This design comes from an exercise in tuning for a short achievable clock period and few clock cycles per item on the open sky130 flow, not from production work.
No run shown here included a check of the RTL's function; only the layout flow was run.
No activity file was given, so power comes from the tool's default toggle rates.

==> design/flow/design.v <==
package core_pkg;
    localparam int XLEN     = 32;
    localparam int NUM_REGS = 32;
    localparam int CAPACITY = 5;
    localparam int QDEPTH   = 4;     
    typedef logic [XLEN-1:0] word_t;
    typedef logic [31:0]     instr_t;
    typedef logic [4:0]      reg_addr_t;
    localparam logic [6:0] OPCODE_OP     = 7'b0110011;
    localparam logic [6:0] OPCODE_OP_IMM = 7'b0010011;
    localparam logic [6:0] FUNCT7_BASE   = 7'b0000000;
    localparam logic [6:0] FUNCT7_ALT    = 7'b0100000;   
    localparam int OP_ADD = 0;
    localparam int OP_SUB = 1;
    localparam int OP_AND = 2;
    localparam int OP_OR  = 3;
    localparam int OP_XOR = 4;
    localparam int OP_SLL = 5;
    localparam int OP_SRL = 6;    
    localparam int NUM_OPS = 7;
endpackage
`timescale 1ns/1ps
import core_pkg::*;
module instr_decoder (
    input  core_pkg::instr_t     instr,
    output logic [NUM_OPS-1:0]   op_sel,
    output logic                 sra,        
    output logic                 use_imm,
    output core_pkg::word_t      imm,
    output logic                 legal
);
    logic [6:0] opcode;
    logic [2:0] funct3;
    logic [6:0] funct7;
    logic       is_op;
    logic       is_imm;
    logic       f7_base;
    logic       f7_alt;
    assign opcode  = instr[6:0];
    assign funct3  = instr[14:12];
    assign funct7  = instr[31:25];
    assign is_op   = (opcode == OPCODE_OP);
    assign is_imm  = (opcode == OPCODE_OP_IMM);
    assign f7_base = (funct7 == FUNCT7_BASE);
    assign f7_alt  = (funct7 == FUNCT7_ALT);
    always_comb begin
        op_sel = '0;
        sra    = 1'b0;
        legal  = 1'b0;
        case (funct3)
            3'b000: begin
                op_sel[OP_ADD] = !(is_op && f7_alt);
                op_sel[OP_SUB] = is_op && f7_alt;
                legal = is_imm || (is_op && (f7_base || f7_alt));
            end
            3'b111: begin
                op_sel[OP_AND] = 1'b1;
                legal = is_imm || (is_op && f7_base);
            end
            3'b110: begin
                op_sel[OP_OR] = 1'b1;
                legal = is_imm || (is_op && f7_base);
            end
            3'b100: begin
                op_sel[OP_XOR] = 1'b1;
                legal = is_imm || (is_op && f7_base);
            end
            3'b001: begin
                op_sel[OP_SLL] = 1'b1;
                legal = (is_imm || is_op) && f7_base;
            end
            3'b101: begin
                op_sel[OP_SRL] = 1'b1;
                sra   = f7_alt;
                legal = (is_imm || is_op) && (f7_base || f7_alt);
            end
            default: ;   
        endcase
    end
    assign use_imm = is_imm;
    assign imm     = {{(XLEN-12){instr[31]}}, instr[31:20]};   
endmodule
`timescale 1ns/1ps
import core_pkg::*;
module reg_file (
    input  logic                  clk,
    input  logic                  reset_n,
    input  logic [NUM_REGS-1:0]   read_sel_1,
    input  logic [NUM_REGS-1:0]   read_sel_2,
    output core_pkg::word_t       read_data_1,
    output core_pkg::word_t       read_data_2,
    input  logic [NUM_REGS-1:0]   write_sel,
    input  core_pkg::word_t       write_data
);
    core_pkg::word_t regs [1:NUM_REGS-1];
    always_ff @(posedge clk or negedge reset_n) begin
        if (!reset_n) begin
            for (int i = 1; i < NUM_REGS; i++) begin
                regs[i] <= '0;
            end
        end else begin
            for (int i = 1; i < NUM_REGS; i++) begin
                if (write_sel[i]) begin
                    regs[i] <= write_data;
                end
            end
        end
    end
    always_comb begin
        read_data_1 = '0;
        read_data_2 = '0;
        for (int i = 1; i < NUM_REGS; i++) begin
            read_data_1 = read_data_1 | ({XLEN{read_sel_1[i]}} & regs[i]);
            read_data_2 = read_data_2 | ({XLEN{read_sel_2[i]}} & regs[i]);
        end
    end
endmodule
`timescale 1ns/1ps
import core_pkg::*;
module alu (
    input  logic [NUM_OPS-1:0] op_sel,
    input  logic               sra,
    input  core_pkg::word_t    a,
    input  core_pkg::word_t    b,
    output core_pkg::word_t    result
);
    core_pkg::word_t sum;
    core_pkg::word_t diff;
    core_pkg::word_t sll;
    core_pkg::word_t srl;
    core_pkg::word_t sra_r;
    logic [4:0]      shamt;
    assign shamt = b[4:0];   
    assign sum   = a + b;
    assign diff  = a - b;
    assign sll   = a << shamt;
    assign srl   = a >> shamt;
    assign sra_r = $signed(a) >>> shamt;   
    assign result = ({XLEN{op_sel[OP_ADD]}} & sum)
                  | ({XLEN{op_sel[OP_SUB]}} & diff)
                  | ({XLEN{op_sel[OP_AND]}} & (a & b))
                  | ({XLEN{op_sel[OP_OR]}}  & (a | b))
                  | ({XLEN{op_sel[OP_XOR]}} & (a ^ b))
                  | ({XLEN{op_sel[OP_SLL]}} & sll)
                  | ({XLEN{op_sel[OP_SRL] && !sra}} & srl)
                  | ({XLEN{op_sel[OP_SRL] && sra}}  & sra_r);
endmodule
`timescale 1ns/1ps
import core_pkg::*;
module pipe_stage #(
    parameter int WIDTH = 1
) (
    input  logic             clk,
    input  logic             reset_n,
    input  logic             in_valid,
    input  logic [WIDTH-1:0] in_data,
    output logic             out_valid,
    input  logic             out_ready,
    output logic [WIDTH-1:0] out_data
);
    localparam int PTR_W = $clog2(QDEPTH);
    logic [WIDTH-1:0] q [QDEPTH];
    logic [PTR_W-1:0] rptr;
    logic [PTR_W-1:0] wptr;
    logic [PTR_W:0]   qcnt;
    logic             o_free;
    logic             q_empty;
    logic             take_q;
    logic             direct;
    logic             push_q;
    assign o_free  = !out_valid || out_ready;
    assign q_empty = (qcnt == '0);
    assign take_q  = o_free && !q_empty;
    assign direct  = o_free && q_empty && in_valid;
    assign push_q  = in_valid && !direct;
    always_ff @(posedge clk or negedge reset_n) begin
        if (!reset_n) begin
            out_valid <= 1'b0;
            rptr      <= '0;
            wptr      <= '0;
            qcnt      <= '0;
        end else begin
            if (o_free) begin
                out_valid <= !q_empty || in_valid;
            end
            if (take_q) begin
                rptr <= rptr + 1'b1;
            end
            if (push_q) begin
                wptr <= wptr + 1'b1;
            end
            case ({push_q, take_q})
                2'b10:   qcnt <= qcnt + 1'b1;
                2'b01:   qcnt <= qcnt - 1'b1;
                default: qcnt <= qcnt;
            endcase
        end
    end
    always_ff @(posedge clk) begin
        if (take_q) begin
            out_data <= q[rptr];
        end else if (direct) begin
            out_data <= in_data;
        end
        if (push_q) begin
            q[wptr] <= in_data;
        end
    end
endmodule
`timescale 1ns/1ps
import core_pkg::*;
module hazard_control (
    input  logic clk,
    input  logic reset_n,
    input  logic in_valid,
    input  logic retire,
    output logic in_ready,
    output logic accept,
    output logic idle
);
    localparam int CNT_W = $clog2(CAPACITY + 1);
    logic [CNT_W-1:0] in_flight;
    logic [CNT_W-1:0] in_flight_next;
    assign accept = in_valid && in_ready;
    always_comb begin
        case ({accept, retire})
            2'b10:   in_flight_next = in_flight + 1'b1;
            2'b01:   in_flight_next = in_flight - 1'b1;
            default: in_flight_next = in_flight;   
        endcase
    end
    always_ff @(posedge clk or negedge reset_n) begin
        if (!reset_n) begin
            in_flight <= '0;
            in_ready  <= 1'b0;
            idle      <= 1'b1;
        end else begin
            in_flight <= in_flight_next;
            in_ready  <= (in_flight_next < CNT_W'(CAPACITY));
            idle      <= (in_flight_next == '0);
        end
    end
endmodule
`timescale 1ns/1ps
import core_pkg::*;
module alu_core_top (
    input  logic        clk,
    input  logic        reset_n,
    input  logic        in_valid,
    output logic        in_ready,
    input  logic [31:0] in_instr,
    output logic        out_valid,
    input  logic        out_ready,
    output logic [4:0]  out_rd,
    output logic [31:0] out_value,
    output logic        out_reg_write,
    output logic        out_illegal,
    output logic        idle
);
    logic accept;
    logic retire;
    assign retire = out_valid && out_ready;
    hazard_control u_hazard (
        .clk      (clk),
        .reset_n  (reset_n),
        .in_valid (in_valid),
        .retire   (retire),
        .in_ready (in_ready),
        .accept   (accept),
        .idle     (idle)
    );
    core_pkg::instr_t      s0_instr;
    logic                  s0_valid;
    logic [NUM_REGS-1:0]   s0_rs1_sel;
    logic [NUM_REGS-1:0]   s0_rs2_sel;
    always_ff @(posedge clk or negedge reset_n) begin
        if (!reset_n) begin
            s0_valid <= 1'b0;
        end else begin
            s0_valid <= accept;
        end
    end
    always_ff @(posedge clk) begin
        s0_instr   <= in_instr;
        s0_rs1_sel <= NUM_REGS'(1) << in_instr[19:15];
        s0_rs2_sel <= NUM_REGS'(1) << in_instr[24:20];
    end
    logic [NUM_OPS-1:0] dec_op_sel;
    logic               dec_sra;
    logic               dec_use_imm;
    core_pkg::word_t    dec_imm;
    logic               dec_legal;
    instr_decoder u_decoder (
        .instr   (s0_instr),
        .op_sel  (dec_op_sel),
        .sra     (dec_sra),
        .use_imm (dec_use_imm),
        .imm     (dec_imm),
        .legal   (dec_legal)
    );
    core_pkg::word_t     rf_data_1;
    core_pkg::word_t     rf_data_2;
    logic [NUM_REGS-1:0] s2_write_sel;
    core_pkg::word_t     s2_value;
    reg_file u_reg_file (
        .clk         (clk),
        .reset_n     (reset_n),
        .read_sel_1  (s0_rs1_sel),
        .read_sel_2  (s0_rs2_sel),
        .read_data_1 (rf_data_1),
        .read_data_2 (rf_data_2),
        .write_sel   (s2_write_sel),
        .write_data  (s2_value)
    );
    logic               s1_valid;
    logic               s1_write;      
    core_pkg::reg_addr_t s1_rd;
    logic               s1_legal;
    logic [NUM_OPS-1:0] s1_op_sel;
    logic               s1_sra;
    core_pkg::word_t    s1_a;
    core_pkg::word_t    s1_b;
    core_pkg::word_t    alu_result;
    logic               s2_valid;
    logic               s2_write;
    core_pkg::reg_addr_t s2_rd;
    logic               s2_legal;
    logic fwd_a1, fwd_a2, fwd_b1, fwd_b2;
    core_pkg::word_t a_older;
    core_pkg::word_t b_older;
    core_pkg::word_t a_next;
    core_pkg::word_t b_next;
    assign fwd_a1 = s1_write && (s1_rd == s0_instr[19:15]);
    assign fwd_a2 = s2_write && (s2_rd == s0_instr[19:15]);
    assign fwd_b1 = s1_write && (s1_rd == s0_instr[24:20]);
    assign fwd_b2 = s2_write && (s2_rd == s0_instr[24:20]);
    assign a_older = fwd_a2 ? s2_value : rf_data_1;
    assign b_older = dec_use_imm ? dec_imm : (fwd_b2 ? s2_value : rf_data_2);
    assign a_next  = fwd_a1 ? alu_result : a_older;
    assign b_next  = (fwd_b1 && !dec_use_imm) ? alu_result : b_older;
    always_ff @(posedge clk or negedge reset_n) begin
        if (!reset_n) begin
            s1_valid <= 1'b0;
            s1_write <= 1'b0;
        end else begin
            s1_valid <= s0_valid;
            s1_write <= s0_valid && dec_legal && (s0_instr[11:7] != '0);
        end
    end
    always_ff @(posedge clk) begin
        s1_rd     <= s0_instr[11:7];
        s1_legal  <= dec_legal;
        s1_op_sel <= dec_op_sel;
        s1_sra    <= dec_sra;
        s1_a      <= a_next;
        s1_b      <= b_next;
    end
    alu u_alu (
        .op_sel (s1_op_sel),
        .sra    (s1_sra),
        .a      (s1_a),
        .b      (s1_b),
        .result (alu_result)
    );
    always_ff @(posedge clk or negedge reset_n) begin
        if (!reset_n) begin
            s2_valid     <= 1'b0;
            s2_write     <= 1'b0;
            s2_write_sel <= '0;
        end else begin
            s2_valid     <= s1_valid;
            s2_write     <= s1_write;
            s2_write_sel <= s1_write ? (NUM_REGS'(1) << s1_rd) : '0;
        end
    end
    always_ff @(posedge clk) begin
        s2_rd    <= s1_rd;
        s2_legal <= s1_legal;
        s2_value <= alu_result;
    end
    localparam int RETIRE_W = 5 + XLEN + 2;
    logic [RETIRE_W-1:0] out_rec;
    pipe_stage #(.WIDTH(RETIRE_W)) u_out_queue (
        .clk       (clk),
        .reset_n   (reset_n),
        .in_valid  (s2_valid),
        .in_data   ({s2_rd, s2_value, s2_legal, !s2_legal}),
        .out_valid (out_valid),
        .out_ready (out_ready),
        .out_data  (out_rec)
    );
    assign {out_rd, out_value, out_reg_write, out_illegal} = out_rec;
endmodule
`timescale 1ns/1ps
module alu_core (
    input  logic        clk,
    input  logic        reset_n,
    input  logic        in_valid,
    output logic        in_ready,
    input  logic [31:0] in_instr,
    output logic        out_valid,
    input  logic        out_ready,
    output logic [4:0]  out_rd,
    output logic [31:0] out_value,
    output logic        out_reg_write,
    output logic        out_illegal,
    output logic        idle
);
    alu_core_top u_core (
        .clk           (clk),
        .reset_n       (reset_n),
        .in_valid      (in_valid),
        .in_ready      (in_ready),
        .in_instr      (in_instr),
        .out_valid     (out_valid),
        .out_ready     (out_ready),
        .out_rd        (out_rd),
        .out_value     (out_value),
        .out_reg_write (out_reg_write),
        .out_illegal   (out_illegal),
        .idle          (idle)
    );
endmodule
==> design/flow/run.sh <==
#!/bin/bash
# synth_recipe.tcl (not shown) runs the flow's synth.tcl, then flattens the netlist and writes it again
# the make line also repeats each setting of config.mk as NAME=value (left out here)
make -C /OpenROAD-flow-scripts/flow DESIGN_CONFIG=/design/flow/config.mk WORK_HOME=/design/flow/orfs CLKGATE_MAP_FILE= SYNTH_SCRIPT=/design/flow/synth_recipe.tcl finish
==> design/flow/config.mk <==
export PLATFORM = sky130hd
export DESIGN_NAME = alu_core
export DESIGN_NICKNAME = alu_core
export VERILOG_FILES = /design/flow/design.v
export SDC_FILE = /design/flow/constraint.sdc
export NUM_CORES = 8
export LEC_CHECK = 0
export ABC_CLOCK_PERIOD_IN_PS = 2000
export CAP_MARGIN = 20
export CORE_MARGIN = 2
export CORE_UTILIZATION = 30
export SETUP_SLACK_MARGIN = 5
export SLEW_MARGIN = 20
==> design/flow/constraint.sdc <==
create_clock -name core_clock -period 8.0 [get_ports {clk}]
set_input_delay 1.6000 -clock core_clock [delete_from_list [all_inputs] [get_ports {clk}]]
set_output_delay 1.6000 -clock core_clock [all_outputs]
set_load 0.01 [all_outputs]
==> flow_summary.json, run 1 <==
{
  "maxSlewHeadroom_pct": 13.1,
  "async_flop_share_pct": 72.0,
  "crit_path_end_kind": "flop",
  "clock_skew_ns": 0.0796,
  "tns_ns": 0,
  "routed_wl_um": 337000,
  "yosys.area_share.simple_pct": 5.86,
  "die_h_um": 491,
  "path_class": "reg -> reg",
  "clk_root_buffer_cell": "clkbuf_16",
  "clock_path_buffers": 3,
  "place_area_mm2": 0.0755,
  "syn_inst": 5948,
  "period_needed_ns": 3.46,
  "io_pins": 78,
  "drc_errors": 0,
  "synthDistinctLibCells": 86,
  "grt-ovfl-total": 0,
  "layout.nets": 6051,
  "mostFrequentLayoutCells": "mux2_2 (1049), dfrtp_1 (1007), a221oi_1 (306), a22o_1 (303), a22oi_1 (297)",
  "syn_to_final_growth_pct": 18.3,
  "max_stage_delay_ns": 0.60,
  "fp.dieW_um": 491,
  "rsz0062_at_grt": "yes",
  "htree_levels": 4,
  "synth_area_mm2": 0.0712,
  "layout_commonest_cell": "mux2_2",
  "power_density_mw_per_mm2": 202,
  "grt_max_degree": 198,
  "start_kind": "flop",
  "cp_top_family": "compound AO/OA/AOI/OAI gates",
  "drv_slew": 0,
  "timing.critical_path.cells": "buf_4 > buf_4 > buf_12 > buf_12 > buf_16 > buf_12 > mux2i_4 > mux2_2 > a2111oi_1 > nor4_1 > a21oi_1 > a211o_1 > a311oi_2 > buf_4 > o21ai_1",
  "final_area_mm2": 0.0842,
  "gr-usage-all-layers_pct": 26.7,
  "hold_path_class": "reg -> reg",
  "antenna_left": 0,
  "drive_gt1_share_pct": 35.7,
  "worstMarginPinSlew_ns": 1.30,
  "synth_fa_ha_area_share_pct": 1.91,
  "die_area_mm2": 0.241,
  "first_global_vias": 58100,
  "synth_top_family_by_area": "multiplexers",
  "clk_latency_ns": 0.85,
  "grt_pass1_wl_um": 463000,
  "timing.rr.start": "u_core.s1_b[1]$_DFF_P_",
  "initial_core_util_pct": 30.2,
  "drt_first_pass_iters": 12,
  "dp_hpwl_um": 185000,
  "cts_tree": "done",
  "synthMuxAreaShare_pct": 19.9,
  "ys_warn_count": 6,
  "hp-start": "u_core.s1_legal$_DFF_P_",
  "io_buffers": 77,
  "max_clock_freq_mhz": 289,
  "syn_nets": 6090,
  "outcome": "complete, no violations",
  "clock-sinks": 1446,
  "ys_ff_latch": 1446,
  "synth_edf_count": 195,
  "clkTransAtPathRegs_ns": 0.07,
  "synth-compound-area-share_pct": 17.1,
  "vias": 61000,
  "path_buf_inv": 7,
  "hold_viol": 0,
  "avgSynthCellArea_um2": 12.0,
  "ir_drop_mv": 0.225,
  "period_share_pct": 43.2,
  "synthFlopType": "dfrtp_1",
  "cts_buffers": 158,
  "wire_per_inst_um": 36.6,
  "path_max_fanout": 8,
  "fin_util_pct": 35.7,
  "max_cap_violations": 0,
  "std_cell_rows": 178,
  "core-area_mm2": 0.236,
  "antenna_found_initial": 20,
  "cp_data_required_time_ns": 8.76,
  "avgViaCountPerCell": 6.63,
  "gp_congestion": 0.982,
  "synth_xor_area_share_pct": 0.665,
  "setup.worst_path.start": "u_core.s1_b[1]$_DFF_P_",
  "worstPathArrival_ns": 4.21,
  "drt_iter0_drc": 12000,
  "p_leak_nw": 35.3,
  "final-setup-viol-count": 0,
  "synth_seq_area_share_pct": 50.7,
  "critPathSlowestCell": "a2111oi_1"
}
-- synth_stat cells, types with 138 or more instances --
master    instances  area [um2]
mux2_2         1059       11900
dfrtp_1        1040       26000
clkbuf_1        377        1420
a221oi_1        321        2810
a22o_1          303        2650
a22oi_1         297        2230
nor2_1          236         886
dfxtp_1         210        4200
edfxtp_1        195        5860
nand2_1         193         724
buf_1           171         642
a21oi_1         142         711
nand4_1         142         888
o21ai_0         141         706
inv_1           138         518
-- worst paths after layout --
check                                                              to  slack (ns)  cells past startpoint
max                                           u_core.s1_a[29]$_DFF_P_        4.54                     15
min                                           u_core.s2_legal$_DFF_P_        0.32                      0
max reg2reg                                   u_core.s1_a[29]$_DFF_P_        4.54                     15
min reg2reg                                   u_core.s2_legal$_DFF_P_        0.32                      0
max in group asynchronous   u_core.u_reg_file.regs[19][5]$_DFFE_PN0P_        5.39                      3
min in group asynchronous  u_core.u_reg_file.regs[19][28]$_DFFE_PN0P_        0.87                      1
-- per-layer routing --
layer,part of all wire [%],global-route usage (%),wire (um)
met5,0.046,0.159,155
met1,37,34.3,126000
met4,7.1,15.2,24000
met3,16,12.0,52500
met2,40,36.8,134000
-- kinds of logic (layout without fill, tap and decap cells) --
logic type / after synthesis / count (layout)
AOI/OAI and AO/OA: 1579 / 1579
xor gates and xnor gates: 54 / 54
other: 0 / 11
adders and majority gates: 106 / 106
DFF: 1446 / 1446
muxes: 1194 / 1194
buffers and inverters: 711 / 802
and+or+nand+nor: 858 / 858
-- stage by stage --
| stage | instances | setup slack, ns | hold slack, ns | total power, mW |
|---|---|---|---|---|
| floorplan | 5948 | 4.47 | 0.310 | 8.74 |
| global placement | 8783 | 3.57 | 0.312 | 9.44 |
| detailed placement | 8783 | 3.60 | 0.313 | 9.46 |
| CTS | 9140 | 4.50 | 0.315 | 17.0 |
| global route | 9190 | 4.50 | 0.324 | 17.4 |
| finish | 9200 | 4.54 | 0.319 | 17.0 |
-- state kept, by name, summed over array words and instances, names as in the netlist, 7 cells and up --
register	count
u_core.u_reg_file.regs	992
u_core.u_out_queue.out_data	39
u_core.s0_rs1_sel	31
u_core.s1_op_sel	7
u_core.s1_b	32
u_core.u_out_queue.q	156
u_core.s0_instr	32
u_core.s0_rs2_sel	31
u_core.s1_a	32
u_core.s2_value	32
u_core.s2_write_sel	31
-- area by class of cell --
cell class,count,area (um2)
timing repair buffer,371,3500
sequential,1446,36300
tap,3150,3940
inverter,141,549
fill,23000,151000
clock buffer,230,4660
antenna,11,27.5
clock inverter,60,785
multi-input combinational,3791,34400
-- power by group --
group,total [mW],switching (mW),internal [mW]
clock,7.68,3.22,4.46
sequential,7.99,0.231,7.76
combinational,1.30,0.769,0.533
-- what timing repair did --
item                       in CTS  in global routing
hold buffers                    0                  0
setup buffers                  56                 46
gates resized for setup       485                211
gates cloned                   11                  2
setup endpoints to repair     140                113
pin swaps                      59                 74
==> inputs of run 2 (changes only) <==
--- a/design/flow/design.v
+++ b/design/flow/design.v
@@ -17,5 +17,5 @@
     localparam int OP_XOR = 4;
     localparam int OP_SLL = 5;
-    localparam int OP_SRL = 6;    
+    localparam int OP_SR  = 6;    
     localparam int NUM_OPS = 7;
 endpackage
@@ -71,5 +71,5 @@
             end
             3'b101: begin
-                op_sel[OP_SRL] = 1'b1;
+                op_sel[OP_SR] = 1'b1;
                 sra   = f7_alt;
                 legal = (is_imm || is_op) && (f7_base || f7_alt);
@@ -119,30 +119,54 @@
 import core_pkg::*;
 module alu (
-    input  logic [NUM_OPS-1:0] op_sel,
-    input  logic               sra,
-    input  core_pkg::word_t    a,
-    input  core_pkg::word_t    b,
-    output core_pkg::word_t    result
+    input  core_pkg::word_t  a,
+    input  core_pkg::word_t  b,
+    input  logic [3:0]       sh_lo,
+    input  logic [7:0]       sh_hi,
+    input  logic             sra,        
+    output core_pkg::word_t  sum,
+    output core_pkg::word_t  diff,
+    output core_pkg::word_t  and_r,
+    output core_pkg::word_t  or_r,
+    output core_pkg::word_t  xor_r,
+    output core_pkg::word_t  sll,
+    output core_pkg::word_t  sr
 );
-    core_pkg::word_t sum;
-    core_pkg::word_t diff;
-    core_pkg::word_t sll;
-    core_pkg::word_t srl;
-    core_pkg::word_t sra_r;
-    logic [4:0]      shamt;
-    assign shamt = b[4:0];   
     assign sum   = a + b;
     assign diff  = a - b;
-    assign sll   = a << shamt;
-    assign srl   = a >> shamt;
-    assign sra_r = $signed(a) >>> shamt;   
-    assign result = ({XLEN{op_sel[OP_ADD]}} & sum)
-                  | ({XLEN{op_sel[OP_SUB]}} & diff)
-                  | ({XLEN{op_sel[OP_AND]}} & (a & b))
-                  | ({XLEN{op_sel[OP_OR]}}  & (a | b))
-                  | ({XLEN{op_sel[OP_XOR]}} & (a ^ b))
-                  | ({XLEN{op_sel[OP_SLL]}} & sll)
-                  | ({XLEN{op_sel[OP_SRL] && !sra}} & srl)
-                  | ({XLEN{op_sel[OP_SRL] && sra}}  & sra_r);
+    assign and_r = a & b;
+    assign or_r  = a | b;
+    assign xor_r = a ^ b;
+    core_pkg::word_t sll_1;
+    always_comb begin
+        for (int i = 0; i < XLEN; i++) begin
+            sll_1[i] = 1'b0;
+            for (int k = 0; k < 4; k++) begin
+                if (i - k >= 0) sll_1[i] = sll_1[i] | (sh_lo[k] & a[i-k]);
+            end
+        end
+        for (int i = 0; i < XLEN; i++) begin
+            sll[i] = 1'b0;
+            for (int j = 0; j < 8; j++) begin
+                if (i - 4 * j >= 0) sll[i] = sll[i] | (sh_hi[j] & sll_1[i-4*j]);
+            end
+        end
+    end
+    core_pkg::word_t sr_1;
+    logic            fill;
+    assign fill = sra & a[XLEN-1];
+    always_comb begin
+        for (int i = 0; i < XLEN; i++) begin
+            sr_1[i] = 1'b0;
+            for (int k = 0; k < 4; k++) begin
+                sr_1[i] = sr_1[i] | (sh_lo[k] & ((i + k < XLEN) ? a[i+k] : fill));
+            end
+        end
+        for (int i = 0; i < XLEN; i++) begin
+            sr[i] = 1'b0;
+            for (int j = 0; j < 8; j++) begin
+                sr[i] = sr[i] | (sh_hi[j] & ((i + 4 * j < XLEN) ? sr_1[i+4*j] : fill));
+            end
+        end
+    end
 endmodule
 `timescale 1ns/1ps
@@ -313,18 +337,37 @@
         .write_data  (s2_value)
     );
-    logic               s1_valid;
-    logic               s1_write;      
+    logic                s1_valid;
+    logic                s1_write;      
     core_pkg::reg_addr_t s1_rd;
-    logic               s1_legal;
-    logic [NUM_OPS-1:0] s1_op_sel;
-    logic               s1_sra;
-    core_pkg::word_t    s1_a;
-    core_pkg::word_t    s1_b;
-    core_pkg::word_t    alu_result;
-    logic               s2_valid;
-    logic               s2_write;
+    logic                s1_legal;
+    logic [NUM_OPS-1:0]  s1_op_sel;
+    logic                s1_sra;
+    core_pkg::word_t     s1_a;
+    core_pkg::word_t     s1_b;
+    logic [3:0]          s1_sh_lo;      
+    logic [7:0]          s1_sh_hi;      
+    core_pkg::word_t     unit [NUM_OPS];
+    core_pkg::word_t     alu_result;
+    alu u_alu (
+        .a     (s1_a),
+        .b     (s1_b),
+        .sh_lo (s1_sh_lo),
+        .sh_hi (s1_sh_hi),
+        .sra   (s1_sra),
+        .sum   (unit[OP_ADD]),
+        .diff  (unit[OP_SUB]),
+        .and_r (unit[OP_AND]),
+        .or_r  (unit[OP_OR]),
+        .xor_r (unit[OP_XOR]),
+        .sll   (unit[OP_SLL]),
+        .sr    (unit[OP_SR])
+    );
+    logic                s2_valid;
+    logic                s2_write;
     core_pkg::reg_addr_t s2_rd;
-    logic               s2_legal;
+    logic                s2_legal;
     logic fwd_a1, fwd_a2, fwd_b1, fwd_b2;
+    logic [NUM_OPS-1:0] sel_a;          
+    logic [NUM_OPS-1:0] sel_b;
     core_pkg::word_t a_older;
     core_pkg::word_t b_older;
@@ -333,10 +376,20 @@
     assign fwd_a1 = s1_write && (s1_rd == s0_instr[19:15]);
     assign fwd_a2 = s2_write && (s2_rd == s0_instr[19:15]);
-    assign fwd_b1 = s1_write && (s1_rd == s0_instr[24:20]);
+    assign fwd_b1 = s1_write && (s1_rd == s0_instr[24:20]) && !dec_use_imm;
     assign fwd_b2 = s2_write && (s2_rd == s0_instr[24:20]);
+    assign sel_a = fwd_a1 ? s1_op_sel : '0;
+    assign sel_b = fwd_b1 ? s1_op_sel : '0;
     assign a_older = fwd_a2 ? s2_value : rf_data_1;
     assign b_older = dec_use_imm ? dec_imm : (fwd_b2 ? s2_value : rf_data_2);
-    assign a_next  = fwd_a1 ? alu_result : a_older;
-    assign b_next  = (fwd_b1 && !dec_use_imm) ? alu_result : b_older;
+    always_comb begin
+        alu_result = '0;
+        a_next     = fwd_a1 ? '0 : a_older;
+        b_next     = fwd_b1 ? '0 : b_older;
+        for (int k = 0; k < NUM_OPS; k++) begin
+            alu_result = alu_result | ({XLEN{s1_op_sel[k]}} & unit[k]);
+            a_next     = a_next     | ({XLEN{sel_a[k]}} & unit[k]);
+            b_next     = b_next     | ({XLEN{sel_b[k]}} & unit[k]);
+        end
+    end
     always_ff @(posedge clk or negedge reset_n) begin
         if (!reset_n) begin
@@ -355,12 +408,7 @@
         s1_a      <= a_next;
         s1_b      <= b_next;
+        s1_sh_lo  <= 4'(1) << b_next[1:0];
+        s1_sh_hi  <= 8'(1) << b_next[4:2];
     end
-    alu u_alu (
-        .op_sel (s1_op_sel),
-        .sra    (s1_sra),
-        .a      (s1_a),
-        .b      (s1_b),
-        .result (alu_result)
-    );
     always_ff @(posedge clk or negedge reset_n) begin
         if (!reset_n) begin
--- a/design/flow/config.mk
+++ b/design/flow/config.mk
@@ -9,5 +9,5 @@
 export CAP_MARGIN = 20
 export CORE_MARGIN = 2
-export CORE_UTILIZATION = 30
+export CORE_UTILIZATION = 60
 export SETUP_SLACK_MARGIN = 5
 export SLEW_MARGIN = 20
==> run 2 against run 1 <==
Compared with the run above: hold slack gained 0.037 ns; synthesized cell count shrank 0.87%; sequential share of layout area up 2.9 points; sequential cell count is 12 higher; final area shrank 5.6%; largest cell class unchanged; critical path depth is the same; wire length down 8.7%; register-to-register slack better by 0.14 ns; core utilization rose by 33 points.
==> flow_summary.json, run 2 <==
{
  "outcome": "complete, no violations",
  "power_density_mw_per_mm2": 210,
  "vias": 60300,
  "hp-start": "u_core.s1_legal$_DFF_P_",
  "gr-usage-all-layers_pct": 50.0,
  "hold_viol": 0,
  "synth.cells.most_frequent": "dfrtp_1 (1040), mux2_2 (1031), clkbuf_1 (359), a221oi_1 (347), a22o_1 (330)",
  "max_stage_delay_ns": 0.45,
  "clk_root_buffer_cell": "clkbuf_16",
  "switching_share_pct": 24.5,
  "cp_top_family": "compound AO/OA/AOI/OAI gates",
  "cts_tree": "done",
  "synthDistinctLibCells": 90,
  "path_class": "reg -> reg",
  "antenna_found_initial": 15,
  "path_max_fanout": 3,
  "ir_drop_mv": 0.273,
  "grt_max_degree": 167,
  "synth_area_mm2": 0.0705,
  "first_global_vias": 57000,
  "core-area_mm2": 0.116,
  "period_share_pct": 41.5,
  "p_leak_nw": 34.4,
  "drive_gt1_share_pct": 32.3,
  "io_buffers": 77,
  "clock_path_buffers": 3,
  "largest_register_ffs": 992,
  "drt_iter0_drc": 12800,
  "finalPower_mw": 16.7,
  "maxSlewHeadroom_pct": 18.5,
  "grt_pass1_wl_um": 428000,
  "seq_power_share_pct": 48.2,
  "clock_skew_ns": 0.0343,
  "antenna_left": 0,
  "wirelength_met1_um": 107000,
  "start_kind": "flop",
  "layout_commonest_cell": "mux2_2",
  "syn_nets": 6037,
  "rr_worst_depth": 15,
  "synth_edf_count": 195,
  "yosys.area.top_type_share_pct": 36.9,
  "syn_inst": 5896,
  "timing.critical_path.cells": "buf_4 > ha_4 > fa_2 > a211oi_4 > o21ai_2 > o211ai_1 > o41ai_4 > buf_4 > a21bo_4 > buf_6 > a2111oi_4 > nand4_1 > nand3_1 > a31oi_4 > o21ai_1",
  "max_cap_violations": 0,
  "p_int_mw": 12.6,
  "max_clock_freq_mhz": 301,
  "ys_warn_count": 8,
  "clockPowerShare_pct": 44.2,
  "period_needed_ns": 3.32,
  "async_flop_share_pct": 71.4,
  "drv_slew": 0,
  "hold_path_class": "reg -> reg",
  "synth_seq_area_share_pct": 51.5,
  "combinationalPowerShare_pct": 7.7,
  "rsz0062_at_grt": "yes",
  "crit_path_frequent_cell": "buf_4",
  "wl_met2_um": 122000,
  "mostFrequentLayoutCells": "mux2_2 (1030), dfrtp_1 (1007), a221oi_1 (343), a22o_1 (330), a22oi_1 (314)",
  "crit_path_end_kind": "flop",
  "drt_first_pass_iters": 13,
  "clkTransAtPathRegs_ns": 0.06,
  "avgSynthCellArea_um2": 12.0,
  "wire_per_inst_um": 41.1,
  "layout.nets": 5950,
  "synthFlopType": "dfrtp_1",
  "htree_levels": 4,
  "avgViaCountPerCell": 8.08,
  "dp_hpwl_um": 170000,
  "reg_top3": "u_core.u_reg_file.regs x992, u_core.u_out_queue.q x156, u_core.u_out_queue.out_data x39",
  "clk_latency_ns": 0.80,
  "std_cell_rows": 125,
  "regMostFlops": "u_core.u_reg_file.regs",
  "grt-ovfl-total": 0,
  "cts_buffers": 151,
  "stdcell_count": 7467,
  "routed-wl-met3_um": 49800,
  "die_h_um": 347,
  "path_buf_inv": 3,
  "syn_to_final_growth_pct": 12.7,
  "ys_ff_latch": 1458,
  "clock-sinks": 1458,
  "holdPathEnd": "u_core.s2_legal$_DFF_P_",
  "r2r-end": "u_core.s1_a[30]$_DFF_P_",
  "cp_data_required_time_ns": 8.70,
  "r2r_slack_ns": 4.68,
  "io_pins": 78,
  "gp_congestion": 1.01,
  "worstPathArrival_ns": 4.02,
  "initial_core_util_pct": 60.6,
  "fp.dieW_um": 347,
  "synth_area_leader_cell": "dfrtp_1",
  "final-setup-viol-count": 0,
  "critPathSlowestCell": "a2111oi_4",
  "drc_errors": 0,
  "hold_path_depth": 0,
  "worstMarginPinSlew_ns": 1.22,
  "timing.rr.start": "u_core.s1_a[0]$_DFF_P_",
  "die_area_mm2": 0.120,
  "synth_most_common_cell": "dfrtp_1",
  "highest_layer": "met5",
  "p_sw_mw": 4.08,
  "tns_ns": 0,
  "placed_cells": 7113,
  "routed_wl_um": 307000,
  "yosys-top-cells-area": "dfrtp_1 (37%), mux2_2 (16%), edfxtp_1 (8.3%)"
}
==> run 2: cell count changes in the layout (fill, tap and decap cells not counted), moves of 33 or more <==
| cell | change |
|---|---|
| a221oi_1 | +37 |
| a222oi_1 | +40 |
| mux2i_1 | -33 |
| nand2_1 | +70 |
| nand4_1 | +49 |
| nor2_1 | -61 |
==> run 2: worst max-delay path by stage <==
stage	endpoint	startpoint	cells after the start	slack, ns
2_1_floorplan	u_core.u_out_queue.out_data[0]$_DFFE_PP_	out_ready	2	4.93
3_3_place_gp	u_core.u_out_queue.qcnt[2]$_DFFE_PN0P_	out_ready	10	3.97
3_5_place_dp	u_core.s1_b[31]$_DFF_P_	u_core.s1_a[1]$_DFF_P_	12	3.87
4_1_cts	u_core.s1_b[20]$_DFF_P_	u_core.s1_a[0]$_DFF_P_	14	4.67
5_1_grt	u_core.s1_a[30]$_DFF_P_	u_core.s1_a[0]$_DFF_P_	14	4.58
6_report	u_core.s1_a[30]$_DFF_P_	u_core.s1_a[0]$_DFF_P_	15	4.68
==> run 2: routing by layer <==
layer,vias up,GRT usage (%)
met5,-,2.04
met3,1899,23.5
met1,29900,62.6
met2,5770,68.6
li1,22800,-
met4,31,33.7
==> run 2: repair_timing <==
| action | in CTS | in global routing |
|---|---|---|
| cloned | 1 | 0 |
| gates resized for setup | 345 | 131 |
| endpoints found under the setup margin | 133 | 119 |
| pin swaps | 61 | 72 |
| setup buffers | 34 | 32 |
| hold buffers | 0 | 0 |
==> run 2: worst reg2reg max path, delay by kind of cell, from the launching register on <==
kind                     cells  cell delay (ns)
AO/OA/AOI/OAI                8             1.62
adder cells (fa/ha/maj)      2             0.54
buffers and inverters        3             0.43
flip-flops                   1             0.36
AND/OR/NAND/NOR              2             0.30
==> run 2: metrics by stage <==
stage,cell area (um2),util [%],worst slack (ns),hold WS [ns]
floorplan,70600,-,4.93,0.310
global placement,72700,62.5,3.97,0.339
detailed placement,72700,62.5,3.87,0.342
CTS,78700,67.6,4.67,0.353
global route,79500,68.3,4.58,0.364
finish,79500,68.3,4.68,0.357
==> run 2: cell type report <==
| type | count | area [um2] |
|---|---|---|
| fillers | 8639 | 36900 |
| flip-flops and latches | 1458 | 36600 |
| multi-input cells | 3732 | 32700 |
| clock buffers | 221 | 4400 |
| repair buffers | 320 | 2610 |
| well taps | 1524 | 1910 |
| clock inverters | 58 | 759 |
| inverters | 146 | 563 |
| diodes | 8 | 20.0 |
==> run 2: cell families (layout without fill, tap and decap cells) <==
family          count (synthesis)  after routing  synth area share (%)
simple gates                  918            919                  6.43
compound gates               1575           1575                  17.8
fa+ha+maj                     105            105                  1.91
other cells                     0              8                     0
flops                        1458           1458                  51.5
mux                          1073           1073                  17.8
buf+inv                       707            745                  3.81
xor+xnor                       60             60                 0.745
==> run 2: power groups by stage <==
stage	sequential [mW]	clock (mW)	combinational, mW
3_5_place_dp	8.18	0	1.31
3_3_place_gp	8.17	0	1.29
4_1_cts	8.03	7.37	1.27
5_1_grt	8.05	7.66	1.35
6_report	8.03	7.36	1.28
2_1_floorplan	8.08	0	0.722

-- re-timing with driven ports --
No port has a modelled driver above. Below, the same layouts with a new extraction and two added sets of constraints. Step 1 (the two cells are an assumption about what drives the block):
set clk [get_ports {clk}]
set_driving_cell -lib_cell sky130_fd_sc_hd__clkbuf_16 $clk
set_driving_cell -lib_cell sky130_fd_sc_hd__buf_2 [delete_from_list [all_inputs] $clk]
Step 2 also shifts input and output timing later by t, the mid clock arrival at the registers, as if the neighbouring blocks saw the same clock. Three values: ideal, step 1, step 2; two values: the first two.
run	t, ns	setup WS [ns]	worst setup path at the end	latest minus earliest clock arrival (ns)	pins driven straight from the clock port
run 1	0.910	4.543 / 4.543 / 4.305	input to register	0.082 / 0.082	1
run 2	0.859	4.680 / 4.680 / 4.270	input to register	0.035 / 0.035	1
After both steps every run listed still meets setup and hold. For run 2, which loses most, drivers alone change the setup slack by 0.000 ns; drivers and shift together by -0.410 ns.
